Source: an optimization exercise on an open RTL-to-GDS flow (aim: small area, a short achievable clock period and few clock cycles). Production flows keep margins and buffers that such runs may drop.
Where RTL was checked, it was by simulation tests only, not by an equivalence proof against the original.
For run 3, only the layout was checked, not whether the RTL still works.
Power and IR drop assume default switching activity.

===== flow/config.mk =====
export PLATFORM = sky130hd
export DESIGN_NAME = nice_core_top
export DESIGN_NICKNAME = nice_core_top
export VERILOG_FILES = /design/flow/design.v
export SDC_FILE = /design/flow/constraint.sdc
export NUM_CORES = 4
export LEC_CHECK = 0
export CAP_MARGIN = 20
export CORE_MARGIN = 2
export CORE_UTILIZATION = 40
export CTS_BUF_LIST = sky130_fd_sc_hd__clkbuf_4 sky130_fd_sc_hd__clkbuf_8 sky130_fd_sc_hd__clkbuf_16
export CTS_CLUSTER_DIAMETER = 80
export CTS_CLUSTER_SIZE = 30
export SETUP_SLACK_MARGIN = 4.0
export SLEW_MARGIN = 20

===== flow/constraint.sdc =====
create_clock -name core_clock -period 7.5 [get_ports {custom_mem_op}]
set_input_delay 1.5000 -clock core_clock [delete_from_list [all_inputs] [get_ports {custom_mem_op}]]
set_output_delay 1.5000 -clock core_clock [all_outputs]
set_load 0.01 [all_outputs]

===== flow/design.v =====
package nice_pkg;
   typedef struct packed {
      logic [6:0] func7;
      logic [4:0] rs2;
      logic [4:0] rs1;
      logic [2:0] func3;
      logic [4:0] rd;
      logic [6:0] opcode;
   } nice_rtype_t;
   typedef union packed {
      logic [32-1:0] raw;
      nice_rtype_t           r;
   } nice_insn_u;
   typedef enum logic [2:0] {
      OP_NONE   = 3'd0,
      OP_LOAD_A = 3'd1,
      OP_LOAD_B = 3'd2,
      OP_LOAD_P = 3'd3,
      OP_STORE  = 3'd4,
      OP_WORK   = 3'd5
   } nice_op_e;
   typedef enum logic [2:0] {
      ST_IDLE = 3'd0,
      ST_MEM  = 3'd1,
      ST_WORK = 3'd2,
      ST_RESP = 3'd3
   } nice_state_e;
endpackage
`timescale 1ns/100ps
module row_buffer (
   input  logic                  custom_mem_op,
   input  logic                  wr_en,      
   input  logic [32-1:0] wr_data,
   output logic [32-1:0] head,       
   output logic [32-1:0] tail        
);
   logic [32-1:0] w [8];
   always_ff @(posedge custom_mem_op) begin
      for (int j = 1; j < 8 - 1; j++) w[j] <= w[j+1];
      w[8-1] <= w[0];
      w[0] <= wr_en ? wr_data : w[1];
   end
   assign head = w[0];
   assign tail = w[8-1];
endmodule
`timescale 1ns/100ps
module nice_core_top (
   input  logic                  custom_mem_op,
   input  logic                  nice_rst_n,
   output logic                  nice_active,
   output logic                  nice_mem_holdup,
   input  logic                  nice_req_valid,
   output logic                  nice_req_ready,
   input  logic [32-1:0] nice_req_inst,
   input  logic [32-1:0] nice_req_rs1,
   input  logic [32-1:0] nice_req_rs2,
   output logic                  nice_rsp_valid,
   input  logic                  nice_rsp_ready,
   output logic [32-1:0] nice_rsp_rdat,
   output logic                  nice_rsp_err,
   output logic                  nice_icb_cmd_valid,
   input  logic                  nice_icb_cmd_ready,
   output logic [32-1:0] nice_icb_cmd_addr,
   output logic                  nice_icb_cmd_read,
   output logic [32-1:0] nice_icb_cmd_wdata,
   output logic [1:0]            nice_icb_cmd_size,
   input  logic                  nice_icb_rsp_valid,
   output logic                  nice_icb_rsp_ready,
   input  logic [32-1:0] nice_icb_rsp_rdata,
   input  logic                  nice_icb_rsp_err
);
   localparam logic [1:0] K_LA = 2'd0, K_LB = 2'd1, K_LP = 2'd2, K_ST = 2'd3;
   logic rst;
   assign rst = ~nice_rst_n;
   logic [2:0]            ph;
   logic                  zact;
   logic                  pk_v, pk_mem, pk_wk, pk_ill;
   logic [1:0]            pk_k;
   logic                  rdy_a, rdy_m, iss_go, act_q;
   logic                  rob_w [4];
   logic                  rob_d [4];
   logic                  rob_e [4];
   logic [1:0]            rob_hd, rob_tl;
   logic [4:1]            rob_t;       
   logic                  q0_v, q1_v;
   logic [1:0]            q0_k, q1_k, q0_i, q1_i;
   logic [2:0]            rcnt, rslot;
   logic                  rerr;
   logic                  iss_act;
   logic [2:0]            icnt;
   logic [1:0]            iss_k;
   logic                  cmd_v, cmd_rd;
   logic [32-1:0] cmd_a, cmd_wd;
   logic                  busy, s2_v, s2_last, wdone, wres_p;
   logic [2:0]            wcnt;
   logic [2:0]            r_off;
   logic [32:0]   sreg;
   logic [32-1:0] wres;
   logic                  rsp_v, rsp_e, rsp_w;
   logic [6:0] d_opc, d_f7;
   logic [2:0] d_f3;
   logic       d_mem, d_wk;
   assign d_opc = nice_req_inst[6:0];
   assign d_f3  = nice_req_inst[14:12];
   assign d_f7  = nice_req_inst[31:25];
   assign d_mem = (d_opc == 7'b1111011) && (d_f3 == 3'b010) &&
                  (d_f7 >= 7'd1) && (d_f7 <= 7'd4);
   assign d_wk  = (d_opc == 7'b1111011) && (d_f3 == 3'b000) &&
                  (d_f7 == 7'd5);
   logic slot_free, req_hs, start, handoff, cont, fire;
   logic [2:0] lane;
   logic st_i, st_now;
   logic rsp_rdy, take, q0_done;
   logic raw_ok, lane_go;
   logic head_done, rob_push, rob_pop, rsp_hs;
   assign slot_free      = ~cmd_v | nice_icb_cmd_ready;
   assign nice_req_ready = rdy_a | (rdy_m & slot_free);
   assign start          = nice_req_valid & rdy_m & slot_free;
   assign handoff        = nice_req_valid & rdy_a & pk_wk;
   assign req_hs         = start | (nice_req_valid & rdy_a);
   assign cont   = iss_go & slot_free;
   assign fire   = cont | start;
   assign lane   = start ? 3'd0 : icnt;
   assign st_i   = (iss_k == K_ST);
   assign st_now = start ? (pk_k == K_ST) : st_i;
   assign rsp_rdy = q0_v & ((q0_k == K_ST) | ((rslot == 3'd0) & ~zact));
   assign take    = nice_icb_rsp_valid & rsp_rdy;
   assign q0_done = take & (rcnt == 3'd7);
   assign nice_icb_rsp_ready = rsp_rdy;
   assign raw_ok  = ~(q1_v & (q1_k != K_ST)) &
                    ~(q0_v & (q0_k != K_ST) & (rcnt <= wcnt));
   assign lane_go = busy & (ph == wcnt) & raw_ok;
   assign rob_push  = req_hs;
   assign head_done = rob_w[rob_hd] ? wdone : rob_d[rob_hd];
   assign rob_pop   = rob_t[1] & head_done & (~rsp_v | nice_rsp_ready);
   assign rsp_hs    = rsp_v & nice_rsp_ready;
   logic [2:0] ph_n, icnt_n, wcnt_n, r_off_n;
   logic [4:1] rob_t_n;
   logic       rob_inc, rob_dec;
   logic       pk_v_n, busy_n, wres_p_n, iss_act_n, q1_v_n, rsp_v_n;
   logic [1:0] iss_k_n, pk_k_n;
   logic       pk_st_n;
   assign ph_n     = rst ? 3'd0 : ph + 3'd1;
   assign pk_v_n   = ~rst & nice_req_valid & ~req_hs;
   assign pk_k_n   = d_f7[1:0] - 2'd1;
   assign pk_st_n  = (pk_k_n == K_ST);
   assign rob_inc  = rob_push & ~rob_pop;
   assign rob_dec  = rob_pop & ~rob_push;
   assign rob_t_n  = rst ? 4'd0 : (rob_inc ? {rob_t[3:1], 1'b1} :
                                   rob_dec ? {1'b0, rob_t[4:2]} : rob_t);
   assign busy_n   = rst ? 1'b0 : (handoff | (busy & ~(lane_go & (wcnt == 3'd7))));
   assign wcnt_n   = handoff ? 3'd0 : (lane_go ? wcnt + 3'd1 : wcnt);
   assign wres_p_n = rst ? 1'b0 : ((s2_v & s2_last) | (wres_p & ~(rsp_hs & rsp_w)));
   assign iss_act_n = rst ? 1'b0 : (fire ? (lane != 3'd7) : iss_act);
   assign icnt_n   = fire ? lane + 3'd1 : icnt;
   assign iss_k_n  = start ? pk_k : iss_k;
   assign r_off_n  = rst ? r_off - ph - 3'd1 : (handoff ? 3'd0 : r_off);
   assign q1_v_n   = rst ? 1'b0 : ((start & q0_v & ~q0_done) | (q1_v & ~q0_done));
   assign rsp_v_n  = rst ? 1'b0 : (rob_pop | (rsp_v & ~nice_rsp_ready));
   logic       busy_w, pcond, wok_start, wok_cont, wok_idle, iss_go_n;
   logic [2:0] wcnt_w, icnt_p1;
   assign busy_w    = busy & ~(lane_go & (wcnt == 3'd7));
   assign wcnt_w    = lane_go ? wcnt + 3'd1 : wcnt;
   assign icnt_p1   = icnt + 3'd1;
   assign pcond     = ((ph + 3'd1) == (icnt + 3'd3 + (st_i ? r_off : 3'd0)));
   assign wok_start = (pk_k != K_ST) | ~busy_w | (wcnt_w > 3'd1);
   assign wok_cont  = ~st_i | ~busy_w | (wcnt_w > icnt_p1);
   assign wok_idle  = ~st_i | ~busy_w | (wcnt_w > icnt);
   assign iss_go_n  = rst ? 1'b0 :
                      start ? wok_start :
                      cont  ? ((icnt != 3'd7) & wok_cont) :
                              (iss_act & pcond & wok_idle);
   logic rdy_a_n, rdy_m_n, pk_keep, ph_ok0, wok0, iss_free;
   assign pk_keep  = ~rst & nice_req_valid & ~req_hs;
   assign ph_ok0   = ((ph + 3'd1) == (3'd3 + (pk_st_n ? r_off : 3'd0)));
   assign wok0     = pk_st_n ? (~busy_w | (wcnt_w != 3'd0)) : ~busy_w;
   assign iss_free = ~iss_act | (iss_go & (icnt == 3'd7) & slot_free);
   assign rdy_a_n  = pk_keep & ~rob_t[4] &
                     ((~d_mem & ~d_wk) |
                      (d_wk & ~busy_w & ~wres_p & ~(s2_v & s2_last) & ~(iss_act & st_i)));
   assign rdy_m_n  = pk_keep & ~rob_t[4] & d_mem & ~q1_v & ph_ok0 & wok0 & iss_free;
   always_ff @(posedge custom_mem_op) begin
      ph      <= ph_n;
      pk_v    <= pk_v_n;
      pk_mem  <= d_mem;
      pk_wk   <= d_wk;
      pk_ill  <= ~d_mem & ~d_wk;
      pk_k    <= pk_k_n;
      rob_t   <= rob_t_n;
      busy    <= busy_n;
      wcnt    <= wcnt_n;
      wres_p  <= wres_p_n;
      iss_act <= iss_act_n;
      icnt    <= icnt_n;
      iss_k   <= iss_k_n;
      r_off   <= r_off_n;
      q1_v    <= q1_v_n;
      rsp_v   <= rsp_v_n;
      act_q   <= ~rst & (rob_push | rob_t[1] | (rsp_v & ~nice_rsp_ready));
      rdy_a   <= rdy_a_n;
      rdy_m   <= rdy_m_n;
      iss_go  <= iss_go_n;
   end
   logic zero_w;
   always_ff @(posedge custom_mem_op) begin
      if (rst)              zact <= 1'b1;
      else if (ph == 3'd6)  zact <= 1'b0;
   end
   assign zero_w = rst | zact;
   logic [32-1:0] r_tap;
   always_ff @(posedge custom_mem_op) begin
      if (rst)                     cmd_v <= 1'b0;
      else if (fire)               cmd_v <= 1'b1;
      else if (nice_icb_cmd_ready) cmd_v <= 1'b0;
   end
   always_ff @(posedge custom_mem_op) begin
      if (fire) begin
         cmd_a  <= start ? nice_req_rs1 : cmd_a + 32'(4);
         cmd_rd <= ~st_now;
         cmd_wd <= r_tap;
      end
   end
   assign nice_icb_cmd_valid = cmd_v;
   assign nice_icb_cmd_addr  = cmd_a;
   assign nice_icb_cmd_read  = cmd_rd;
   assign nice_icb_cmd_wdata = cmd_wd;
   assign nice_icb_cmd_size  = 2'b10;
   always_ff @(posedge custom_mem_op) begin
      if (rst) begin
         q0_v  <= 1'b0;
         rcnt  <= 3'd0;
         rslot <= 3'd1;
         rerr  <= 1'b0;
      end else begin
         rslot <= rslot + 3'd1 - {2'b00, take};
         if (take) begin
            rcnt <= rcnt + 3'd1;
            rerr <= (rerr | nice_icb_rsp_err) & ~q0_done;
         end
         if (start & (~q0_v | q0_done)) begin
            q0_v <= 1'b1;
            q0_k <= pk_k;
            q0_i <= rob_tl;
         end else if (q0_done) begin
            q0_v <= q1_v;
            q0_k <= q1_k;
            q0_i <= q1_i;
         end
      end
   end
   always_ff @(posedge custom_mem_op) begin
      if (start & q0_v & ~q0_done) begin
         q1_k <= pk_k;
         q1_i <= rob_tl;
      end
   end
   logic [32-1:0] din, a_head, b_head, p_tap, mod_r;
   logic [32+1:0] diff;
   logic                  we_a, we_b, we_p;
   assign din  = zero_w ? '0 : nice_icb_rsp_rdata;
   assign we_a = zero_w | (take & (q0_k == K_LA));
   assign we_b = zero_w | (take & (q0_k == K_LB));
   assign we_p = zero_w | (take & (q0_k == K_LP));
   row_buffer u_row_a (.custom_mem_op(custom_mem_op), .wr_en(we_a), .wr_data(din),
                       .head(a_head), .tail());
   row_buffer u_row_b (.custom_mem_op(custom_mem_op), .wr_en(we_b), .wr_data(din),
                       .head(b_head), .tail());
   row_buffer u_row_p (.custom_mem_op(custom_mem_op), .wr_en(we_p), .wr_data(din),
                       .head(), .tail(p_tap));
   row_buffer u_row_r (.custom_mem_op(custom_mem_op), .wr_en(s2_v), .wr_data(mod_r),
                       .head(), .tail(r_tap));
   always_ff @(posedge custom_mem_op) begin
      sreg    <= {1'b0, a_head} + {1'b0, b_head};
      s2_v    <= ~rst & lane_go;
      s2_last <= (wcnt == 3'd7);
   end
   assign diff  = {1'b0, sreg} - {2'b00, p_tap};
   assign mod_r = diff[32+1] ? sreg[32-1:0] : diff[32-1:0];
   always_ff @(posedge custom_mem_op) begin
      if (rst) begin
         wdone <= 1'b0;
      end else begin
         if (s2_v & s2_last)                    wdone <= 1'b1;
         else if (rob_pop & rob_w[rob_hd])         wdone <= 1'b0;
      end
   end
   always_ff @(posedge custom_mem_op) begin
      if (s2_v & s2_last) wres <= mod_r;
   end
   always_ff @(posedge custom_mem_op) begin
      if (rst) begin
         rob_hd <= 2'd0;
         rob_tl <= 2'd0;
      end else begin
         if (rob_push) rob_tl <= rob_tl + 2'd1;
         if (rob_pop)  rob_hd <= rob_hd + 2'd1;
      end
   end
   always_ff @(posedge custom_mem_op) begin
      if (rob_push) begin
         rob_w[rob_tl] <= pk_wk;
         rob_d[rob_tl] <= pk_ill;
         rob_e[rob_tl] <= pk_ill;
      end
      if (q0_done) begin
         rob_d[q0_i] <= 1'b1;
         rob_e[q0_i] <= rerr | nice_icb_rsp_err;
      end
   end
   always_ff @(posedge custom_mem_op) begin
      if (rob_pop) begin
         rsp_e <= rob_e[rob_hd];
         rsp_w <= rob_w[rob_hd];
      end
   end
   assign nice_rsp_valid = rsp_v;
   assign nice_rsp_err   = rsp_e;
   assign nice_rsp_rdat  = wres & {32{rsp_w}};
   assign nice_active     = nice_req_valid | act_q;
   assign nice_mem_holdup = q0_v;
endmodule

===== flow/run.sh =====
#!/bin/bash
# synth_recipe.tcl (not shown) runs the flow's synth.tcl, then flattens the netlist and writes it again
# the make line also repeats each setting of config.mk as NAME=value (left out here)
make -C /OpenROAD-flow-scripts/flow DESIGN_CONFIG=/design/flow/config.mk WORK_HOME=/design/flow/orfs CLKGATE_MAP_FILE= SYNTH_SCRIPT=/design/flow/synth_recipe.tcl finish

==> results of run 1 <==
what timing repair did:
item / in CTS / in global routing
setup buffers: 4 / 12
gates resized for setup: 40 / 60
gates cloned: 0 / 5
pin swaps: 3 / 14
setup endpoints to repair: 74 / 76
cell usage after synthesis, types with 2 or more instances:
| cell type | number |
|---|---|
| o211ai_1 | 4 |
| nor2_1 | 97 |
| a22oi_1 | 2 |
| xor2_1 | 45 |
| o21bai_1 | 7 |
| a21oi_1 | 170 |
| o21a_1 | 12 |
| and3_1 | 13 |
| fa_1 | 3 |
| or2_2 | 7 |
| a211o_1 | 3 |
| nand4b_1 | 2 |
| conb_1 | 2 |
| o22ai_1 | 3 |
| nand2_1 | 326 |
| a21o_1 | 18 |
| nand4_1 | 12 |
| and2_1 | 41 |
| ha_1 | 96 |
| mux2_2 | 42 |
| nor2b_1 | 18 |
| mux4_2 | 3 |
| inv_1 | 81 |
| xnor2_1 | 59 |
| a311oi_1 | 3 |
| buf_4 | 2 |
| mux2i_1 | 7 |
| nand3_1 | 32 |
| a31oi_1 | 12 |
| a211oi_1 | 6 |
| a31oi_4 | 2 |
| edfxtp_1 | 123 |
| or4_1 | 2 |
| dfxtp_1 | 1103 |
| o21ai_0 | 69 |
| buf_6 | 3 |
| buf_1 | 2 |
| nand2b_1 | 11 |
| nor4_1 | 5 |
| nor3_1 | 12 |
| or3_1 | 2 |
| mux2_4 | 20 |
| clkbuf_1 | 52 |
| o31ai_1 | 3 |
power by group through the flow:
| stage | clock network [uW] | registers (uW) | logic (uW) |
|---|---|---|---|
| 2_1_floorplan | 0 | 6770 | 42.1 |
| 3_5_place_dp | 0 | 6770 | 112 |
| 4_1_cts | 3340 | 6620 | 113 |
| 6_report | 3210 | 6620 | 112 |
| 5_1_grt | 3560 | 6620 | 122 |
| 3_3_place_gp | 0 | 6770 | 110 |
critical path, cell delays in order:
cell	delay (ps)
buf_2	100
nand2b_4	150
a21oi_4	130
inv_1	50
buf_2	130
registers in the layout (all words and copies together), names as in the netlist, 32 cells and up, named ones only:
signal,cells
u_row_a.w,256
u_row_b.w,256
u_row_p.w,256
u_row_r.w,256
sreg,33
cmd_a,32
cmd_wd,32
wres,32
area by class of cell:
| type | count | area share |
|---|---|---|
| Sequential cell | 1226 | 0.6587 |
| Clock inverter | 8 | 0.003357 |
| Tap cell | 1134 | 0.03625 |
| Antenna cell | 2 | 0.0001279 |
| Multi-Input combinational cell | 1193 | 0.2024 |
| Timing Repair Buffer | 225 | 0.05722 |
| Inverter | 82 | 0.007864 |
| Clock buffer | 61 | 0.03408 |
cell families after synthesis:
logic type,count (synthesis),share of synthesized area
mux,72,0.02683
flops,1226,0.7591
buf+inv,142,0.01662
simple gates,588,0.07646
other cells,2,0.0002212
compound gates,327,0.05649
xor+xnor,104,0.02683
fa+ha+maj,100,0.03744
metal layers:
layer | vias up | wire [um]
met3 | 102 | 3033
met1 | 8587 | 30170
met2 | 332 | 29120
li1 | 8837 | -
met5 | - | 84
met4 | 16 | 1518
metrics by stage:
step	std cells	total power (uW)	hold WS, ps	utilization
2_1_floorplan	2561	6808	309.6	-
3_3_place_gp	3839	6879	309.5	0.4433
3_5_place_dp	3839	6882	312.1	0.4433
4_1_cts	3912	10070	318.6	0.4615
5_1_grt	3930	10300	334.3	0.4669
6_report	3931	9944	324.8	0.4670
how the worst min path moves through the flow:
stage	start	depth (start not counted)	slack (ps)	endpoint
after floorplan	u_row_a.w[2][0]	0	310	u_row_a.w[1][0]
after global placement	u_row_r.w[6][31]	0	310	u_row_r.w[5][31]
after detailed placement	u_row_a.w[7][19]	0	310	u_row_a.w[6][19]
after CTS	u_row_p.w[4][14]	0	320	u_row_p.w[3][14]
after global routing	u_row_b.w[2][5]	0	330	u_row_b.w[1][5]
final	u_row_a.w[2][4]	0	320	u_row_a.w[1][4]
==> run notes, run 1 <==
----------------------------------------------------
[Die]
  Core footprint ... 0.08382 mm^2
  Die extent in x ... 295.4 um
  Area of the die ... 0.08723 mm^2
  Vert. Die Dim ... 295.4 um
  Total number of placement rows ... 106
  Initial Utilization ... 0.4051
  Number of placed I/O pins ... 241

[Layout]
  Leading cell type in the layout, fill and taps excluded ... dfxtp_1
  Total area of multi-input combinational cells ... 0.007923 mm^2
  Share of layout cells above drive strength 1 ... 0.08157
  Area growth from synthesis to layout ... 15.27%
  Nets@finish ... 3011
  Commonest non-fill, non-tap cells in the layout ... dfxtp_1, nand2_1, clkdlybuf4s50_1
  Combined flip-flop and latch cell area ... 0.02578 mm^2
  Filler Cell Count ... 7388
  Final Instance Area ... 0.03914 mm^2

[Timing]
  Maximum frequency from static timing analysis ... 0.2805 GHz
  Unrepaired setup endpoints after global routing ... yes
  Share of the clock period used by the worst path ... 0.4754
  Worst-margin pin slew ... 833.9 ps
  Max Slew Vio Count ... 0
  Clock skew after layout ... 32.84 ps
  Count of endpoints failing hold in the final timing report ... 0
  Number of setup violations in the final report ... 0
  Final worst-path setup slack ... 3935 ps
  Setup TNS after final layout ... 0 ps
  Shortest clock period the worst path allows after layout ... 3565 ps
  Worst slew margin ... 0.4421

[Placement]
  Placed wire-length estimate after detailed placement ... 42650 um
  Port-buffer cells ... 191
  RePlAce Congestion ... 0.8357
  Worst slack at placement ... 3066 ps
  DP Area ... 0.03715 mm^2

[Synth]
  Async S/R FF share, synth ... 0
  Most used flip-flop cell after synthesis ... dfxtp_1
  Cells after Synth ... 2561
  Number of distinct library cell variants in the gate-level netlist after synthesis ... 68
  Total of flip-flops plus latches after synthesis ... 1226
  Post-synthesis cell area ... 0.03395 mm^2
  Syn. warnings ... 3
  Number of enable-type register cells in the synthesized netlist ... 123
  Proportion of synthesized chip area in sequential cells ... 0.7591
  Post-Syn Nets ... 2795
  Post-synth top area cell ... dfxtp_1
  Area share of the largest cell type after synthesis ... 0.6503
  Synth top area cells ... dfxtp_1, edfxtp_1, nand2_1
  Syn_area_per_cell ... 13.26 um^2

[Detailed routing]
  Mean number of vias per cell ... 4.547
  Count of TritonRoute iterations in the first routing pass ... 7
  Routed wire length per instance ... 16.26 um
  Detailed-route via count ... 17874
  Routed Antenna Nets ... 0
  Detailed Route Iter0 Violations ... 924
  Wire length after detailed routing ... 63920 um
  DRC violation count after routing ... 0

[Setup path]
  Kind of end point of the critical path ... output port
  Depth of the worst register-to-register path ... 13
  Setup crit start kind ... input pin
  Register-to-register path setup slack ... 3980 ps
  Critical Path Fanout Max ... 2
  Critical path start-end classification ... in -> out
  Startpoint of the worst register-to-register path ... u_row_p.w[7][1]
  Capture point of the worst path ... nice_req_ready
  Critical Path AT ... 2070 ps
  WP data required ... 6000 ps
  Critical Path Source ... nice_icb_cmd_ready
  Endpoint of the lowest-slack register-to-register path ... u_row_r.w[0][25]

[Global route]
  Met2 Usage GRT ... 0.2299
  Vias in the first global route ... 17769
  Total grt overflow ... 0
  Met1 Track Usage GR ... 0.1920
  Global-route met3 utilization ... 0.02789
  Pin count of the biggest net entering global routing ... 69
  Number of antenna violations at the first check in global routing ... 9
  First-pass GRT wire length ... 97260 um
  Layer with the highest usage after global routing ... met2
  Global-route total usage across every layer ... 0.1416

[CTS]
  CTS tree ... done
  Number of hold buffers added after cts ... 0
  Clock root cell ... clkbuf_16
  Clock-pin transition on the worst setup and hold timing paths ... 110 ps
  CTS Buf Count ... 49
  H-tree depth reported by CTS ... 2
  Clock network latency to the later pin of the worst-skew pair ... 640 ps
  Deepest clock path buffer count ... 3
  Clk sinks ... 1226

[Pwr]
  Power Internal ... 7977 uW
  Leak Pwr ... 0.01479 uW
  Share of power burned in the clock network ... 0.323
  Reg power frac ... 0.666
  Reported net switching power ... 1968 uW
  Peak supply drop ... 0.0001710 V
  Net switching share of the total power ... 0.1979
  Power density over cell area ... 254.1 mW/mm^2
  Combinational power share ... 0.011

[Run]
  Number of maximum-capacitance violations ... 0

[Outcome]
  Result of the run ... complete, no violations

[Hold path]
  HP Class ... reg -> reg

----------------------------------------------------
Testbench counts, summed over its fixed seeds: cycles 9,854.
==> inputs of run 2 (changes only) <==
==> flow/flow/run.sh (new file) <==
#!/bin/bash
# The standard layout, with the smallest buffer on every port instead of
# the default port buffer cell; each tool's output goes to its own log here
set -euo pipefail
bash standard.sh BUFFER_PORTS_ARGS="-buffer_cell sky130_fd_sc_hd__buf_1" finish > standard_make.log 2>&1
==> flow/standard.sh (new file) <==
#!/bin/bash
# synth_recipe.tcl (not shown) runs the flow's synth.tcl, then flattens the netlist and writes it again
# the make line also repeats each setting of config.mk as NAME=value (left out here)
make -C /OpenROAD-flow-scripts/flow DESIGN_CONFIG=/design/flow/config.mk WORK_HOME=/design/flow/orfs CLKGATE_MAP_FILE= SYNTH_SCRIPT=/design/flow/synth_recipe.tcl "${@:-finish}"
removed: flow/run.sh
==> run 2 against run 1 <==
Against the previous run: clock skew fell by 6.9 ps; synthesized area did not move; synthesized cell count stayed put; clock power hardly changed; utilization decreased by 1.6 points; cell count is essentially flat; worst setup slack got worse by 8.3 ps; largest cell class unchanged.
==> run notes, run 2 <==
----------------------------------------------------
[Pwr]
  Reg power frac ... 0.670 (was 0.666)
  Leak Pwr ... 0.01422 uW (was 0.01479 uW)
  Net switching share of the total power ... 0.1983 (was 0.1979)
  Power Internal ... 7928 uW (was 7977 uW)
  Power density over cell area ... 261.4 mW/mm^2 (was 254.1 mW/mm^2)
  Combinational power share ... 0.008 (was 0.011)
  Reported net switching power ... 1960 uW (was 1968 uW)
  Peak supply drop ... 0.0001655 V (was 0.0001710 V)
  Share of power burned in the clock network ... 0.322 (was 0.323)

[Timing]
  Unrepaired setup endpoints after global routing ... yes (unchanged)
  Maximum frequency from static timing analysis ... 0.2798 GHz (was 0.2805 GHz)
  Worst-margin pin slew ... 1046 ps (was 833.9 ps)
  Shortest clock period the worst path allows after layout ... 3574 ps (was 3565 ps)
  Max Slew Vio Count ... 0 (unchanged)
  Count of endpoints failing hold in the final timing report ... 0 (unchanged)
  Number of setup violations in the final report ... 0 (unchanged)
  Worst slew margin ... 0.3029 (was 0.4421)
  Setup TNS after final layout ... 0 ps (unchanged)
  Final worst-path setup slack ... 3926 ps (was 3935 ps)
  Share of the clock period used by the worst path ... 0.4765 (was 0.4754)
  Clock skew after layout ... 25.90 ps (was 32.84 ps)

[Die]
  Core footprint ... 0.08382 mm^2 (unchanged)
  Die extent in x ... 295.4 um (unchanged)
  Vert. Die Dim ... 295.4 um (unchanged)
  Initial Utilization ... 0.4051 (unchanged)
  Number of placed I/O pins ... 241 (unchanged)
  Area of the die ... 0.08723 mm^2 (unchanged)
  Total number of placement rows ... 106 (unchanged)

[Detailed routing]
  Routed Antenna Nets ... 0 (unchanged)
  Wire length after detailed routing ... 63160 um (was 63920 um)
  DRC violation count after routing ... 0 (unchanged)
  Routed wire length per instance ... 16.07 um (was 16.26 um)
  Count of TritonRoute iterations in the first routing pass ... 5 (was 7)
  Mean number of vias per cell ... 4.534 (was 4.547)
  Detailed Route Iter0 Violations ... 941 (was 924)
  Detailed-route via count ... 17820 (was 17874)

[Synth]
  Top-count cell post-synth ... dfxtp_1 (unchanged)
  Area share of the largest cell type after synthesis ... 0.6503 (unchanged)
  Syn_area_per_cell ... 13.26 um^2 (unchanged)
  Most used flip-flop cell after synthesis ... dfxtp_1 (unchanged)
  Proportion of synthesized chip area in sequential cells ... 0.7591 (unchanged)
  Syn. warnings ... 3 (unchanged)
  Top cell types by occurrence after synthesis ... dfxtp_1, nand2_1, a21oi_1 (unchanged)
  Post-Syn Nets ... 2795 (unchanged)
  Number of distinct library cell variants in the gate-level netlist after synthesis ... 68 (unchanged)
  Synth top area cells ... dfxtp_1, edfxtp_1, nand2_1 (unchanged)
  Total of flip-flops plus latches after synthesis ... 1226 (unchanged)
  Post-synthesis cell area ... 0.03395 mm^2 (unchanged)
  Async S/R FF share, synth ... 0 (unchanged)
  Post-synth top area cell ... dfxtp_1 (unchanged)
  Cells after Synth ... 2561 (unchanged)
  Number of enable-type register cells in the synthesized netlist ... 123 (unchanged)

[CTS]
  CTS tree ... done (unchanged)
  Clock network latency to the later pin of the worst-skew pair ... 640 ps (about the same)
  CTS Buf Count ... 48 (was 49)
  Clock-pin transition on the worst setup and hold timing paths ... 110 ps (about the same)
  H-tree depth reported by CTS ... 2 (unchanged)
  Clock root cell ... clkbuf_16 (unchanged)
  Deepest clock path buffer count ... 3 (unchanged)
  Number of hold buffers added after cts ... 0 (unchanged)
  Clk sinks ... 1226 (unchanged)

[Placement]
  Placed wire-length estimate after detailed placement ... 41910 um (was 42650 um)
  Worst slack at placement ... 3605 ps (was 3066 ps)
  Port-buffer cells ... 191 (unchanged)
  RePlAce Congestion ... 0.8668 (was 0.8357)

[Layout]
  Area growth from synthesis to layout ... 11.42% (was 15.27%)
  Leading cell type in the layout, fill and taps excluded ... dfxtp_1 (unchanged)
  Commonest non-fill, non-tap cells in the layout ... dfxtp_1, nand2_1, buf_1 (was dfxtp_1, nand2_1, clkdlybuf4s50_1)
  Filler Cell Count ... 7523 (was 7388)
  Nets@finish ... 3011 (unchanged)
  Share of layout cells above drive strength 1 ... 0.07800 (was 0.08157)

[Global route]
  Global-route total usage across every layer ... 0.1395 (was 0.1416)
  Vias in the first global route ... 17634 (was 17769)
  First-pass GRT wire length ... 95870 um (was 97260 um)
  Pin count of the biggest net entering global routing ... 69 (unchanged)
  Met2 Usage GRT ... 0.2270 (was 0.2299)
  Global-route met3 utilization ... 0.02669 (was 0.02789)
  Layer with the highest usage after global routing ... met2 (unchanged)
  Met1 Track Usage GR ... 0.1886 (was 0.1920)
  Total grt overflow ... 0 (unchanged)
  Number of antenna violations at the first check in global routing ... 10 (was 9)

[Setup path]
  Critical Path Fanout Max ... 5 (was 2)
  Critical path start-end classification ... in -> out (unchanged)
  Slowest cell on the critical path ... nand2b_4 (unchanged)
  Critical Path AT ... 2070 ps (about the same)
  Kind of end point of the critical path ... output port (unchanged)
  Depth of the worst register-to-register path ... 14 (was 13)
  CP peak stage delay ... 160 ps (was 150 ps)
  Cells along the critical path ... buf_1 > nand2b_4 > a21oi_2 > inv_1 > clkbuf_2 (was buf_2 > nand2b_4 > a21oi_4 > inv_1 > buf_2)
  WP data required ... 6000 ps (about the same)
  Setup crit start kind ... input pin (unchanged)

[Outcome]
  Result of the run ... complete, no violations (unchanged)

[Run]
  Number of maximum-capacitance violations ... 0 (unchanged)

[Hold path]
  HP Class ... reg -> reg (unchanged)
  Hold path depth ... 0 (unchanged)

----------------------------------------------------
==> run 2: cell counts after synthesis <==
No cell type changed its count.
==> run 2: worst paths after layout <==
kind | from | endpoint | slack [ps]
hold reg to reg | u_row_a.w[5][17] | u_row_a.w[4][17] | 320
hold / removal | u_row_a.w[5][17] | u_row_a.w[4][17] | 320
setup reg to reg | u_row_p.w[7][1] | u_row_r.w[0][21] | 4050
setup / recovery | nice_icb_cmd_ready | nice_req_ready | 3930
==> run 2: cells by family (layout without fill, tap and decap cells) <==
logic type      after synthesis  in the layout  share of synthesized area
compound gates              327            327                    0.05649
xor+xnor                    104            104                    0.02683
fa+ha+maj                   100            100                    0.03744
buf+inv                     142            376                    0.01662
flops                      1226           1226                     0.7591
mux                          72             72                    0.02683
other cells                   2              3                  0.0002212
simple gates                588            588                    0.07646
==> run 2: repair_timing <==
item | CTS | global route
setup endpoints to repair | 45 | 36
gates resized for setup | 16 | 36
gates cloned | 0 | 5
pin swaps | 4 | 14
buffers inserted | 3 | 13
endpoints found under the hold margin | 0 | 0
==> run 2: cell type report <==
| type | instances | area, um^2 | share of cell area |
|---|---|---|---|
| Inverter | 82 | 307.8 | 0.008136 |
| Multi-Input combinational cell | 1193 | 7805 | 0.2063 |
| Antenna cell | 1 | 2.502 | 0.00006614 |
| Timing Repair Buffer | 226 | 1082 | 0.02861 |
| Tap cell | 1134 | 1419 | 0.03750 |
| Clock inverter | 8 | 120.1 | 0.003175 |
| Clock buffer | 60 | 1315 | 0.03476 |
| Sequential cell | 1226 | 25780 | 0.6815 |
==> run 2: power by group through the flow <==
stage	sequential (uW)	combinational [uW]	clock [uW]
2_1_floorplan	6770	42.1	0
3_3_place_gp	6770	75.5	0
3_5_place_dp	6770	78.3	0
4_1_cts	6620	80.7	3300
5_1_grt	6620	90.2	3520
6_report	6620	81.2	3190
==> run 2: metal layers <==
metal	part of all wire	wire length (um)
met2	0.45	28580
met3	0.049	3079
met5	0.0013	85
met1	0.47	29760
met4	0.026	1657
==> run 2: critical path: cells and delay by family <==
kind,cells,cell delay (ps)
buffers and inverters,3,250
and+or+nand+nor,1,160
AOI/OAI and AO/OA,1,160
==> run 2: per-stage QoR <==
stage / utilization / power (uW) / std cells / hold WS (ps) / area [um^2]
floorplan: - / 6808 / 2561 / 309.6 / 33960
global placement: 0.4291 / 6845 / 3840 / 309.6 / 35970
global route: 0.4514 / 10240 / 3930 / 332.4 / 37830
finish: 0.4514 / 9888 / 3930 / 323.0 / 37830
CTS: 0.4470 / 10000 / 3911 / 325.8 / 37470
detailed placement: 0.4291 / 6849 / 3840 / 312.1 / 35970
==> inputs of run 3 (changes only) <==
--- a/flow/design.v
+++ b/flow/design.v
@@ -74,7 +74,8 @@
    assign rst = ~nice_rst_n;
+   assign pk_ill = ~pk_mem & ~pk_wk;
    logic [2:0]            ph;
    logic                  zact;
-   logic                  pk_v, pk_mem, pk_wk, pk_ill;
+   logic                  pk_v, pk_mem, pk_wk, pk_ill;    
    logic [1:0]            pk_k;
-   logic                  rdy_a, rdy_m, iss_go, act_q;
+   logic                  rdy_a, rdy_m, rdy_x, iss_go, act_q;
    logic                  rob_w [4];
@@ -116,3 +117,3 @@
    assign slot_free      = ~cmd_v | nice_icb_cmd_ready;
-   assign nice_req_ready = rdy_a | (rdy_m & slot_free);
+   assign nice_req_ready = rdy_x | (rdy_m & nice_icb_cmd_ready);
    assign start          = nice_req_valid & rdy_m & slot_free;
@@ -139,3 +140,3 @@
    logic       rob_inc, rob_dec;
-   logic       pk_v_n, busy_n, wres_p_n, iss_act_n, q1_v_n, rsp_v_n;
+   logic       pk_v_n, busy_n, wres_p_n, iss_act_n, q1_v_n, rsp_v_n, cmd_v_n;
    logic [1:0] iss_k_n, pk_k_n;
@@ -143,2 +144,3 @@
    assign ph_n     = rst ? 3'd0 : ph + 3'd1;
+   assign cmd_v_n  = ~rst & (fire | (cmd_v & ~nice_icb_cmd_ready));
    assign pk_v_n   = ~rst & nice_req_valid & ~req_hs;
@@ -186,3 +188,2 @@
       pk_wk   <= d_wk;
-      pk_ill  <= ~d_mem & ~d_wk;
       pk_k    <= pk_k_n;
@@ -201,2 +202,3 @@
       rdy_m   <= rdy_m_n;
+      rdy_x   <= rdy_a_n | (rdy_m_n & ~cmd_v_n);
       iss_go  <= iss_go_n;
@@ -211,5 +213,3 @@
    always_ff @(posedge custom_mem_op) begin
-      if (rst)                     cmd_v <= 1'b0;
-      else if (fire)               cmd_v <= 1'b1;
-      else if (nice_icb_cmd_ready) cmd_v <= 1'b0;
+      cmd_v <= cmd_v_n;
    end
==> run 3 against run 2 <==
Against the previous run: register-to-register slack improved by 180 ps; still clean on timing, DRC and antenna; cell count grew 0.59%; die area about the same.
==> run notes, run 3 <==
----------------------------------------------------
[Setup path]
  Cells along the critical path ... buf_6 > or2_4 > buf_6 (was buf_1 > nand2b_4 > a21oi_2 > inv_1 > clkbuf_2)
  WP data required ... 6000 ps (about the same)
  Register-to-register path setup slack ... 4230 ps (was 4050 ps)
  Critical path start-end classification ... in -> out (unchanged)
  Setup crit start kind ... input pin (unchanged)
  Critical Path AT ... 1970 ps (was 2070 ps)
  CP peak stage delay ... 240 ps (was 160 ps)
  Startpoint of the worst register-to-register path ... u_row_p.w[7][1] (unchanged)
  Critical Path Source ... nice_req_valid (was nice_icb_cmd_ready)
  Crit path buffers/inverters ... 2 (was 3)
  Slowest cell on the critical path ... or2_4 (was nand2b_4)
  Most used cell, CP ... buf_6
  Kind of cell adding the most delay to the critical path ... simple AND/OR/NAND/NOR gates (was buffers and inverters)
  Critical Path Fanout Max ... 6 (was 5)
  Kind of end point of the critical path ... output port (unchanged)

[Synth]
  Number of enable-type register cells in the synthesized netlist ... 123 (unchanged)
  Area share of the largest cell type after synthesis ... 0.6505 (was 0.6503)
  Post-Syn Nets ... 2837 (was 2795)
  Async S/R FF share, synth ... 0 (unchanged)
  Cells after Synth ... 2603 (was 2561)
  Top cell types by occurrence after synthesis ... dfxtp_1, nand2_1, a21oi_1 (unchanged)
  Proportion of synthesized chip area in sequential cells ... 0.7592 (was 0.7591)
  Syn. warnings ... 3 (unchanged)
  Post-synthesis cell area ... 0.03398 mm^2 (was 0.03395 mm^2)
  Most used flip-flop cell after synthesis ... dfxtp_1 (unchanged)
  Post-synth top area cell ... dfxtp_1 (unchanged)
  Top-count cell post-synth ... dfxtp_1 (unchanged)
  Syn_area_per_cell ... 13.05 um^2 (was 13.26 um^2)
  Number of distinct library cell variants in the gate-level netlist after synthesis ... 71 (was 68)
  Total of flip-flops plus latches after synthesis ... 1227 (was 1226)
  Synth top area cells ... dfxtp_1, edfxtp_1, nand2_1 (unchanged)

[Timing]
  Share of the clock period used by the worst path ... 0.4625 (was 0.4765)
  Worst slew margin ... 0.2806 (was 0.3029)
  Max Slew Vio Count ... 0 (unchanged)
  Count of endpoints failing hold in the final timing report ... 0 (unchanged)
  Shortest clock period the worst path allows after layout ... 3469 ps (was 3574 ps)
  Setup TNS after final layout ... 0 ps (unchanged)
  Number of setup violations in the final report ... 0 (unchanged)
  Unrepaired setup endpoints after global routing ... yes (unchanged)
  Clock skew after layout ... 23.29 ps (was 25.90 ps)
  Worst-margin pin slew ... 1079 ps (was 1046 ps)
  Maximum frequency from static timing analysis ... 0.2883 GHz (was 0.2798 GHz)

[Global route]
  First-pass GRT wire length ... 98440 um (was 95870 um)
  Vias in the first global route ... 17887 (was 17634)
  Number of antenna violations at the first check in global routing ... 9 (was 10)
  Total grt overflow ... 0 (unchanged)
  Pin count of the biggest net entering global routing ... 87 (was 69)
  Global-route total usage across every layer ... 0.1426 (was 0.1395)

[CTS]
  Clock-pin transition on the worst setup and hold timing paths ... 110 ps (about the same)
  CTS tree ... done (unchanged)
  CTS Buf Count ... 49 (was 48)
  H-tree depth reported by CTS ... 2 (unchanged)
  Deepest clock path buffer count ... 3 (unchanged)
  Clock root cell ... clkbuf_16 (unchanged)
  Number of hold buffers added after cts ... 0 (unchanged)
  Clock network latency to the later pin of the worst-skew pair ... 630 ps (was 640 ps)
  Clk sinks ... 1227 (was 1226)

[Die]
  Area of the die ... 0.08729 mm^2 (was 0.08723 mm^2)
  Core footprint ... 0.08382 mm^2 (unchanged)
  Number of placed I/O pins ... 241 (unchanged)
  Total number of placement rows ... 106 (unchanged)
  Initial Utilization ... 0.4054 (was 0.4051)
  Die extent in x ... 295.5 um (was 295.4 um)
  Vert. Die Dim ... 295.5 um (was 295.4 um)

[Layout]
  Commonest non-fill, non-tap cells in the layout ... dfxtp_1, nand2_1, buf_1 (unchanged)
  Nets@finish ... 3031 (was 3011)
  Final Instance Area ... 0.03754 mm^2 (was 0.03783 mm^2)
  Area growth from synthesis to layout ... 10.48% (was 11.42%)
  Share of layout cells above drive strength 1 ... 0.05960 (was 0.07800)
  Leading cell type in the layout, fill and taps excluded ... dfxtp_1 (unchanged)
  Antenna diode count ... 0 (was 1)
  Final Util ... 0.4479 (was 0.4514)

[Hold path]
  HP Class ... reg -> reg (unchanged)
  Worst Min Path Start ... u_row_b.w[6][0] (was u_row_a.w[5][17])

[Detailed routing]
  Mean number of vias per cell ... 4.546 (was 4.534)
  DRC violation count after routing ... 0 (unchanged)
  Routed wire length per instance ... 15.96 um (was 16.07 um)
  Detailed Route Iter0 Violations ... 1040 (was 941)
  Routed Antenna Nets ... 0 (unchanged)
  Count of TritonRoute iterations in the first routing pass ... 5 (unchanged)
  Wire length after detailed routing ... 63080 um (was 63160 um)
  Detailed-route via count ... 17970 (was 17820)

[Pwr]
  Total design power ... 9922 uW (was 9888 uW)
  Peak supply drop ... 0.0001639 V (was 0.0001655 V)
  Power density over cell area ... 264.3 mW/mm^2 (was 261.4 mW/mm^2)
  Leak Pwr ... 0.01415 uW (was 0.01422 uW)

[Placement]
  Placed wire-length estimate after detailed placement ... 42670 um (was 41910 um)
  DP Area ... 0.03598 mm^2 (was 0.03597 mm^2)
  RePlAce Congestion ... 0.9302 (was 0.8668)
  Port-buffer cells ... 191 (unchanged)

[Run]
  Number of maximum-capacitance violations ... 0 (unchanged)

[Outcome]
  Result of the run ... complete, no violations (unchanged)

----------------------------------------------------
-- run 3: cell type report --
class,count,area (um^2)
Inverter,76,285.3
Clock inverter,13,158.9
Timing Repair Buffer,204,840.8
Clock buffer,60,1315
Tap cell,1134,1419
Sequential cell,1227,25800
Fill cell,7517,46280
Multi-Input combinational cell,1239,7725
-- run 3: kinds of logic (layout without fill, tap and decap cells) --
kind of cell,after synthesis,after routing,share of synthesized area
muxes,48,48,0.01668
and+or+nand+nor,627,627,0.08087
adders and majority gates,99,99,0.03712
DFF,1227,1227,0.7592
other,2,2,0.0002210
xor gates and xnor gates,98,98,0.02526
AOI/OAI and AO/OA,365,365,0.06500
buffers and inverters,137,353,0.01569
-- run 3: worst paths after layout --
| check | to | cells past startpoint |
|---|---|---|
| max | nice_active | 3 |
| min | u_row_b.w[5][0] | 0 |
| max reg2reg | u_row_r.w[0][23] | 12 |
| min reg2reg | u_row_b.w[5][0] | 0 |
-- run 3: timing repair --
action / CTS / global route
endpoints found under the hold margin: 0 / 0
gates resized for setup: 4 / 15
setup endpoints to repair: 15 / 51
cloned: 0 / 0
setup buffers: 0 / 2
pin swaps: 0 / 1
-- run 3: metal layers --
layer	global-route usage	share of wire	routed length (um)	vias to the layer above
met5	0	0.0015	93	-
met4	0.03405	0.021	1356	16
met3	0.02894	0.050	3134	94
met2	0.2319	0.44	27910	329
met1	0.1953	0.48	30590	8558
li1	-	-	-	8973
-- run 3: through the flow --
stage	hold WS, ps	setup WS, ps	instances
2_1_floorplan	309.6	4194	2603
3_3_place_gp	309.5	3636	3878
3_5_place_dp	312.1	3591	3878
4_1_cts	316.3	3932	3951
5_1_grt	325.1	3986	3953
6_report	321.2	4031	3953
-- run 3: power by group --
| group | internal [uW] | switching, uW | total (uW) |
|---|---|---|---|
| combinational | 35.9 | 45.6 | 81.5 |
| clock | 1290 | 1920 | 3210 |
| sequential | 6620 | 11.5 | 6630 |
| total | 7950 | 1970 | 9920 |
==> inputs of run 4 (changes only) <==
--- a/flow/design.v
+++ b/flow/design.v
@@ -181,3 +181,3 @@
                      ((~d_mem & ~d_wk) |
-                      (d_wk & ~busy_w & ~wres_p & ~(s2_v & s2_last) & ~(iss_act & st_i)));
+                      (d_wk & ~busy & ~wres_p & ~(s2_v & s2_last) & ~(iss_act & st_i)));
    assign rdy_m_n  = pk_keep & ~rob_t[4] & d_mem & ~q1_v & ph_ok0 & wok0 & iss_free;
==> run 4 against run 3 <==
Against the previous run: cell count barely moved; sequential share of layout area is 0.14 points lower; still clean on timing, DRC and antenna; worst setup slack got worse by 5.7 ps; sequential power is essentially flat; global-route usage rose by 0.21 points; clock power up 2%; flip-flop and latch count unchanged; largest power group unchanged; routed wire length increased by 1.0%; critical path type unchanged; synthesized cell count about the same.
==> run notes, run 4 <==
----------------------------------------------------
[Setup path]
  Critical Path AT ... 1970 ps (about the same)
  Register-to-register path setup slack ... 4150 ps (was 4230 ps)
  Critical path start-end classification ... in -> out (unchanged)
  Depth of the worst register-to-register path ... 15 (was 12)
  Startpoint of the worst register-to-register path ... wcnt[1] (was u_row_p.w[7][1])
  Critical Path Fanout Max ... 6 (unchanged)
  Capture point of the worst path ... nice_active (unchanged)
  Kind of end point of the critical path ... output port (unchanged)
  WP data required ... 6000 ps (about the same)
  Setup crit start kind ... input pin (unchanged)
  Endpoint of the lowest-slack register-to-register path ... iss_go (was u_row_r.w[0][23])
  Critical Path Source ... nice_req_valid (unchanged)

[Timing]
  Setup TNS after final layout ... 0 ps (unchanged)
  Worst slew margin ... 0.2800 (was 0.2806)
  Clock skew after layout ... 39.90 ps (was 23.29 ps)
  Share of the clock period used by the worst path ... 0.4632 (was 0.4625)
  Shortest clock period the worst path allows after layout ... 3474 ps (was 3469 ps)
  Number of setup violations in the final report ... 0 (unchanged)
  Max Slew Vio Count ... 0 (unchanged)
  Count of endpoints failing hold in the final timing report ... 0 (unchanged)
  Maximum frequency from static timing analysis ... 0.2878 GHz (was 0.2883 GHz)
  Hold slack final ... 312.2 ps (was 321.2 ps)
  Worst-margin pin slew ... 1080 ps (was 1079 ps)
  Unrepaired setup endpoints after global routing ... yes (unchanged)

[Layout]
  Final Util ... 0.4488 (was 0.4479)
  Number of non-filler instances in the completed layout ... 3950 (was 3953)
  Area growth from synthesis to layout ... 10.71% (was 10.48%)
  Filler Cell Count ... 7582 (was 7517)
  Leading cell type in the layout, fill and taps excluded ... dfxtp_1 (unchanged)
  Final Instance Area ... 0.03761 mm^2 (was 0.03754 mm^2)
  Nets@finish ... 3027 (was 3031)
  Commonest non-fill, non-tap cells in the layout ... dfxtp_1, nand2_1, buf_1 (unchanged)
  Share of layout cells above drive strength 1 ... 0.05828 (was 0.05960)

[Synth]
  Syn_area_per_cell ... 13.06 um^2 (was 13.05 um^2)
  Area share of the largest cell type after synthesis ... 0.6505 (about the same)
  Most used flip-flop cell after synthesis ... dfxtp_1 (unchanged)
  Post-synthesis cell area ... 0.03398 mm^2 (about the same)
  Post-Syn Nets ... 2835 (was 2837)
  Number of distinct library cell variants in the gate-level netlist after synthesis ... 73 (was 71)
  Number of enable-type register cells in the synthesized netlist ... 123 (unchanged)
  Total of flip-flops plus latches after synthesis ... 1227 (unchanged)
  Top-count cell post-synth ... dfxtp_1 (unchanged)
  Cells after Synth ... 2601 (was 2603)
  Async S/R FF share, synth ... 0 (unchanged)
  Top cell types by occurrence after synthesis ... dfxtp_1, nand2_1, a21oi_1 (unchanged)
  Syn. warnings ... 3 (unchanged)
  Synth top area cells ... dfxtp_1, edfxtp_1, ha_1 (was dfxtp_1, edfxtp_1, nand2_1)
  Proportion of synthesized chip area in sequential cells ... 0.7592 (about the same)
  Post-synth top area cell ... dfxtp_1 (unchanged)

[Detailed routing]
  Wire length after detailed routing ... 63720 um (was 63080 um)
  Detailed Route Iter0 Violations ... 765 (was 1040)
  Count of TritonRoute iterations in the first routing pass ... 5 (unchanged)
  Mean number of vias per cell ... 4.541 (was 4.546)
  Routed wire length per instance ... 16.13 um (was 15.96 um)
  DRC violation count after routing ... 0 (unchanged)
  Routed Antenna Nets ... 0 (unchanged)
  Detailed-route via count ... 17938 (was 17970)

[Placement]
  Placed wire-length estimate after detailed placement ... 43500 um (was 42670 um)
  Port-buffer cells ... 191 (unchanged)
  DP Area ... 0.03597 mm^2 (was 0.03598 mm^2)
  Number of cells in the design after placement ... 3875 (was 3878)
  RePlAce Congestion ... 0.8564 (was 0.9302)

[CTS]
  CTS tree ... done (unchanged)
  Clock network latency to the later pin of the worst-skew pair ... 650 ps (was 630 ps)
  Deepest clock path buffer count ... 3 (unchanged)
  Clk sinks ... 1227 (unchanged)
  Number of hold buffers added after cts ... 0 (unchanged)
  Clock root cell ... clkbuf_16 (unchanged)
  CTS Buf Count ... 49 (unchanged)
  H-tree depth reported by CTS ... 2 (unchanged)
  Clock-pin transition on the worst setup and hold timing paths ... 100 ps (was 110 ps)

[Global route]
  Total grt overflow ... 0 (unchanged)
  First-pass GRT wire length ... 99750 um (was 98440 um)
  Global-route total usage across every layer ... 0.1446 (was 0.1426)
  Vias in the first global route ... 18194 (was 17887)
  Pin count of the biggest net entering global routing ... 86 (was 87)
  Number of antenna violations at the first check in global routing ... 10 (was 9)

[Die]
  Core footprint ... 0.08382 mm^2 (unchanged)
  Vert. Die Dim ... 295.4 um (was 295.5 um)
  Die extent in x ... 295.4 um (was 295.5 um)
  Initial Utilization ... 0.4053 (was 0.4054)
  Total number of placement rows ... 106 (unchanged)
  Area of the die ... 0.08728 mm^2 (was 0.08729 mm^2)
  Number of placed I/O pins ... 241 (unchanged)

[Hold path]
  HP Class ... reg -> reg (unchanged)

[Outcome]
  Result of the run ... complete, no violations (unchanged)

[Run]
  Number of maximum-capacitance violations ... 0 (unchanged)

[Pwr]
  Power density over cell area ... 265.9 mW/mm^2 (was 264.3 mW/mm^2)
  Peak supply drop ... 0.0001991 V (was 0.0001639 V)
  Leak Pwr ... 0.01419 uW (was 0.01415 uW)

----------------------------------------------------
==> run 4: cell count changes in the layout (fill, tap and decap cells not counted), sizes merged, moves of 3 or more <==
cell and change:
buf -4, clkbuf +5, clkinv -3, nand2 -6, nor4 +4
==> run 4: layer usage <==
| layer | share of wire | global-route usage | up-vias |
|---|---|---|---|
| met5 | 0.0016 | 0 | - |
| met4 | 0.024 | 0.03962 | 16 |
| met3 | 0.047 | 0.02804 | 103 |
| met2 | 0.45 | 0.2394 | 318 |
| met1 | 0.47 | 0.1935 | 8542 |
| li1 | - | - | 8959 |
==> run 4: worst min path at each step <==
stage,slack [ps],cells after the start,startpoint,endpoint
final,310,0,u_row_a.w[5][2],u_row_a.w[4][2]
after global routing,310,0,u_row_a.w[2][3],u_row_a.w[1][3]
after CTS,310,0,u_row_p.w[5][19],u_row_p.w[4][19]
after detailed placement,310,0,u_row_p.w[2][18],u_row_p.w[1][18]
after global placement,310,0,u_row_b.w[3][9],u_row_b.w[2][9]
after floorplan,310,0,u_row_a.w[2][0],u_row_a.w[1][0]
==> run 4: area by class of cell <==
type	count	area, um^2	area share
inverters	77	291.5	0.007750
flip-flops and latches	1227	25800	0.6858
clock inverters	8	135.1	0.003592
repair buffers	201	829.5	0.02205
well taps	1134	1419	0.03772
multi-input cells	1237	7740	0.2058
clock buffers	64	1399	0.03719
diodes	2	5.005	0.0001331
==> run 4: cell families after synthesis <==
logic type      count (synthesis)  synth area share
compound gates                363           0.06448
xor+xnor                       98           0.02526
fa+ha+maj                      99           0.03712
buf+inv                       137           0.01569
flops                        1227            0.7592
mux                            48           0.01668
other cells                     2         0.0002210
simple gates                  627           0.08131
==> run 4: critical path, stage by stage <==
cell and delay [ps]:
buf_6 110, or2_4 240, buf_6 120
==> run 4: repair_timing <==
| item | CTS | global route |
|---|---|---|
| resized for setup | 10 | 10 |
| pin swaps | 0 | 1 |
| setup buffers | 1 | 0 |
| endpoints found under the setup margin | 41 | 49 |
| hold endpoints to repair | 0 | 0 |
| gates cloned | 0 | 0 |
==> run 4: power by group <==
part	leakage [uW]	switching [uW]	internal, uW
clock network	0.000758	1930	1360
logic	0.00352	45.8	36.5
registers	0.00991	11.6	6620
total	0.0142	1990	8010
==> run 4: stage by stage <==
step / setup WS (ps) / total power [uW]
floorplan: 4038 / 6821
global placement: 3317 / 6859
detailed placement: 3219 / 6862
CTS: 3961 / 10120
global route: 3848 / 10350
finish: 4026 / 10000
Testbench counts of run 4, summed over its fixed seeds: cycles 9,854.
==> inputs of run 5 (changes only) <==
--- a/flow/design.v
+++ b/flow/design.v
@@ -97,4 +97,3 @@
    logic [2:0]            r_off;
-   logic [32:0]   sreg;
-   logic [32-1:0] wres;
+   logic [32:0]   sreg;        
    logic                  rsp_v, rsp_e, rsp_w;
@@ -272,3 +271,4 @@
    always_ff @(posedge custom_mem_op) begin
-      sreg    <= {1'b0, a_head} + {1'b0, b_head};
+      if (lane_go)              sreg <= {1'b0, a_head} + {1'b0, b_head};
+      else if (s2_v & s2_last)  sreg <= {1'b0, mod_r};
       s2_v    <= ~rst & lane_go;
@@ -287,5 +287,2 @@
    always_ff @(posedge custom_mem_op) begin
-      if (s2_v & s2_last) wres <= mod_r;
-   end
-   always_ff @(posedge custom_mem_op) begin
       if (rst) begin
@@ -317,3 +314,3 @@
    assign nice_rsp_err   = rsp_e;
-   assign nice_rsp_rdat  = wres & {32{rsp_w}};
+   assign nice_rsp_rdat  = sreg[32-1:0] & {32{rsp_w}};
    assign nice_active     = nice_req_valid | act_q;
--- a/flow/config.mk
+++ b/flow/config.mk
@@ -10,5 +10,5 @@
 export CORE_UTILIZATION = 40
-export CTS_BUF_LIST = sky130_fd_sc_hd__clkbuf_4 sky130_fd_sc_hd__clkbuf_8 sky130_fd_sc_hd__clkbuf_16
-export CTS_CLUSTER_DIAMETER = 80
-export CTS_CLUSTER_SIZE = 30
+export CTS_BUF_LIST = sky130_fd_sc_hd__clkbuf_8 sky130_fd_sc_hd__clkbuf_16
+export CTS_CLUSTER_DIAMETER = 90
+export CTS_CLUSTER_SIZE = 34
 export SETUP_SLACK_MARGIN = 4.0
==> run 5 against run 4 <==
Against the previous run: largest cell class unchanged; final area fell by 1.3%; routed wire length grew 2.1%; critical endpoint unchanged; power is 4.6% lower; critical path depth unchanged; synthesized area down 0.70%.
==> run notes, run 5 <==
----------------------------------------------------
[Pwr]
  Reg power frac ... 0.679 (was 0.663)
  Power Internal ... 7619 uW (was 8014 uW)
  Leak Pwr ... 0.01397 uW (was 0.01419 uW)
  Power density over cell area ... 257.1 mW/mm^2 (was 265.9 mW/mm^2)
  Share of power burned in the clock network ... 0.312 (was 0.329)
  Net switching share of the total power ... 0.2015 (was 0.1987)
  Reported net switching power ... 1922 uW (was 1988 uW)
  Total design power ... 9541 uW (was 10000 uW)
  Combinational power share ... 0.009 (was 0.008)
  Peak supply drop ... 0.0001492 V (was 0.0001991 V)

[Outcome]
  Result of the run ... complete, no violations (unchanged)

[Setup path]
  Cells along the critical path ... buf_6 > or2_4 > buf_6 (unchanged)
  Critical path start-end classification ... in -> out (unchanged)
  Endpoint of the lowest-slack register-to-register path ... sreg[32] (was iss_go)
  CP peak stage delay ... 240 ps (about the same)
  Setup crit start kind ... input pin (unchanged)
  Critical Path Fanout Max ... 6 (unchanged)
  WP data required ... 6000 ps (about the same)
  Kind of end point of the critical path ... output port (unchanged)
  Register-to-register path setup slack ... 4090 ps (was 4150 ps)
  Depth of the worst register-to-register path ... 13 (was 15)
  Slowest cell on the critical path ... or2_4 (unchanged)
  Startpoint of the worst register-to-register path ... u_row_a.w[0][0] (was wcnt[1])
  Critical Path AT ... 1970 ps (about the same)
  Most used cell, CP ... buf_6 (unchanged)

[Global route]
  Total grt overflow ... 0 (unchanged)
  Global-route total usage across every layer ... 0.1479 (was 0.1446)
  Number of antenna violations at the first check in global routing ... 4 (was 10)
  Vias in the first global route ... 17966 (was 18194)
  First-pass GRT wire length ... 100500 um (was 99750 um)
  Pin count of the biggest net entering global routing ... 97 (was 86)

[Die]
  Die extent in x ... 294.4 um (was 295.4 um)
  Initial Utilization ... 0.4038 (was 0.4053)
  Core footprint ... 0.08356 mm^2 (was 0.08382 mm^2)
  Total number of placement rows ... 106 (unchanged)
  Number of placed I/O pins ... 241 (unchanged)
  Vert. Die Dim ... 294.4 um (was 295.4 um)
  Area of the die ... 0.08668 mm^2 (was 0.08728 mm^2)

[CTS]
  H-tree depth reported by CTS ... 2 (unchanged)
  Deepest clock path buffer count ... 3 (unchanged)
  Clock root cell ... clkbuf_16 (unchanged)
  CTS tree ... done (unchanged)
  Clock network latency to the later pin of the worst-skew pair ... 630 ps (was 650 ps)
  Number of hold buffers added after cts ... 0 (unchanged)
  CTS Buf Count ... 43 (was 49)
  Clock-pin transition on the worst setup and hold timing paths ... 120 ps (was 100 ps)
  Clk sinks ... 1195 (was 1227)

[Synth]
  Most used flip-flop cell after synthesis ... dfxtp_1 (unchanged)
  Cells after Synth ... 2672 (was 2601)
  Proportion of synthesized chip area in sequential cells ... 0.7459 (was 0.7592)
  Async S/R FF share, synth ... 0 (unchanged)
  Top cell types by occurrence after synthesis ... dfxtp_1, nand2_1, a21oi_1 (unchanged)
  Syn. warnings ... 3 (unchanged)
  Synth top area cells ... dfxtp_1, edfxtp_1, nand2_1 (was dfxtp_1, edfxtp_1, ha_1)
  Area share of the largest cell type after synthesis ... 0.6355 (was 0.6505)
  Top-count cell post-synth ... dfxtp_1 (unchanged)
  Post-synth top area cell ... dfxtp_1 (unchanged)
  Total of flip-flops plus latches after synthesis ... 1195 (was 1227)
  Post-synthesis cell area ... 0.03374 mm^2 (was 0.03398 mm^2)
  Number of distinct library cell variants in the gate-level netlist after synthesis ... 85 (was 73)
  Post-Syn Nets ... 2904 (was 2835)
  Number of enable-type register cells in the synthesized netlist ... 124 (was 123)
  Syn_area_per_cell ... 12.63 um^2 (was 13.06 um^2)

[Timing]
  Maximum frequency from static timing analysis ... 0.2882 GHz (was 0.2878 GHz)
  Clock skew after layout ... 45.32 ps (was 39.90 ps)
  Setup TNS after final layout ... 0 ps (unchanged)
  Number of setup violations in the final report ... 0 (unchanged)
  Count of endpoints failing hold in the final timing report ... 0 (unchanged)
  Worst-margin pin slew ... 997.2 ps (was 1080 ps)
  Unrepaired setup endpoints after global routing ... yes (unchanged)
  Share of the clock period used by the worst path ... 0.4627 (was 0.4632)
  Worst slew margin ... 0.3352 (was 0.2800)
  Max Slew Vio Count ... 0 (unchanged)
  Shortest clock period the worst path allows after layout ... 3470 ps (was 3474 ps)

[Detailed routing]
  Mean number of vias per cell ... 4.621 (was 4.541)
  DRC violation count after routing ... 0 (unchanged)
  Routed wire length per instance ... 16.47 um (was 16.13 um)
  Detailed Route Iter0 Violations ... 999 (was 765)
  Detailed-route via count ... 18251 (was 17938)
  Wire length after detailed routing ... 65060 um (was 63720 um)
  Routed Antenna Nets ... 0 (unchanged)
  Count of TritonRoute iterations in the first routing pass ... 5 (unchanged)

[Hold path]
  HP Class ... reg -> reg (unchanged)
  Worst Min Path Start ... u_row_r.w[0][31] (was u_row_a.w[5][2])
  Hold path depth ... 0 (unchanged)
  Worst-case hold path end point ... u_row_r.w[7][31] (was u_row_a.w[4][2])

[Layout]
  Leading cell type in the layout, fill and taps excluded ... dfxtp_1 (unchanged)
  Combined flip-flop and latch cell area ... 0.02517 mm^2 (was 0.02580 mm^2)
  Filler Cell Count ... 7596 (was 7582)
  Share of layout cells above drive strength 1 ... 0.04604 (was 0.05828)
  Nets@finish ... 3081 (was 3027)
  Area growth from synthesis to layout ... 9.999% (was 10.71%)
  Total area of multi-input combinational cells ... 0.008066 mm^2 (was 0.007740 mm^2)
  Number of non-filler instances in the completed layout ... 3950 (unchanged)
  Commonest non-fill, non-tap cells in the layout ... dfxtp_1, nand2_1, a21oi_1 (was dfxtp_1, nand2_1, buf_1)

[Placement]
  RePlAce Congestion ... 0.8802 (was 0.8564)
  Port-buffer cells ... 191 (unchanged)
  Number of cells in the design after placement ... 3881 (was 3875)
  Placed wire-length estimate after detailed placement ... 44370 um (was 43500 um)

[Run]
  Number of maximum-capacitance violations ... 0 (unchanged)

----------------------------------------------------
## run 5: changes by cell type after synthesis, sizes merged, moves of 6 or more
cell   before   now
nand2     320   350
o21a       17    10
mux2       39     9
mux2i       6    19
a21o       21    27
and3       14     8
buf         9    20
o21ai      78    87
inv        76    84
or3         5    14
dfxtp    1104  1071
a21oi     169   222
## run 5: layout make-up
| class | count | share of cell area |
|---|---|---|
| flip-flops and latches | 1195 | 0.6781 |
| multi-input cells | 1316 | 0.2174 |
| well taps | 1080 | 0.03641 |
| clock buffers | 45 | 0.02974 |
| repair buffers | 207 | 0.02441 |
| inverters | 86 | 0.008766 |
| clock inverters | 18 | 0.004990 |
| diodes | 3 | 0.0002023 |
## run 5: kinds of logic after synthesis
group,share of synthesized area
compound gates,0.07543
xor+xnor,0.02544
fa+ha+maj,0.03664
buf+inv,0.01973
flops,0.7459
mux,0.01064
other cells,0.0002226
simple gates,0.08600
## run 5: worst max-delay path: cells and delay by family
kind / cells / cell delay [ps]
simple gates: 1 / 240
buf+inv: 2 / 230
## run 5: power groups by stage
stage | clock (uW) | combinational, uW | sequential (uW)
2_1_floorplan | 0 | 49.7 | 6610
3_3_place_gp | 0 | 86.2 | 6620
3_5_place_dp | 0 | 87.9 | 6620
4_1_cts | 3080 | 90.1 | 6480
5_1_grt | 3300 | 101 | 6480
6_report | 2980 | 89.9 | 6480
## run 5: timing repair
action	CTS	global route
setup buffers	2	0
pin swaps	3	3
gates cloned	1	0
gates resized for setup	19	21
setup endpoints to repair	57	39
## run 5: routing by layer
metal | track usage | share of wire | vias up
met5 | 0 | 0.00015 | -
met4 | 0.04629 | 0.027 | 2
met3 | 0.02647 | 0.048 | 104
met2 | 0.2337 | 0.44 | 366
met1 | 0.2063 | 0.48 | 8581
li1 | - | - | 9198
## run 5: how the worst max path moves through the flow
stage,start,end,slack (ps),depth (start not counted)
after floorplan,nice_icb_cmd_ready,cmd_a[10],4170,4
after global placement,sreg[15],sreg[28],3580,12
after detailed placement,nice_icb_cmd_ready,icnt[2],3550,8
after CTS,sreg[15],sreg[28],3990,13
after global routing,sreg[15],sreg[28],3950,13
final,nice_req_valid,nice_active,4030,3
## run 5: metrics by stage
step                      hold slack (ps)  utilization  setup WS, ps  area [um^2]
after floorplan                     309.6            -          4171        33740
after global placement              309.5       0.4260          3582        35590
after detailed placement            312.1       0.4260          3548        35590
after CTS                           310.0       0.4428          3986        37000
after global routing                307.5       0.4441          3949        37100
final                               311.6       0.4441          4030        37110
Testbench counts of run 5, summed over its fixed seeds: cycles 9,854.

## static timing again, ports no longer ideal
No port has a modelled driver above. Below, the same layouts with a new extraction and two added sets of constraints.
Step 1, drivers: a clkbuf_16 drives custom_mem_op and a buf_2 each remaining input, both assumed.
Step 2 adds t to the input delays and takes it off the output delays; t is the mean of the earliest and latest rising clock arrival at the registers after step 1. Input paths then give back, and output paths get back, about the clock's delay inside the block.
a / b / c = ideal ports / drivers / drivers and shift; a / b = the first two.
run	t, ns	setup WS [ns]	worst setup path at the end
run 1	0.686	3.935 / 3.907 / 3.648	input to register
run 2	0.691	3.926 / 3.904 / 3.698	input to register
run 3	0.683	4.031 / 4.001 / 3.616	input to register
run 4	0.696	4.026 / 3.993 / 3.515	input to register
run 5	0.672	4.030 / 3.998 / 3.556	input to register
After both steps every run listed still meets setup and hold. The setup slack of run 4, which loses most, moves by -0.033 ns with the drivers and by -0.511 ns with both steps.
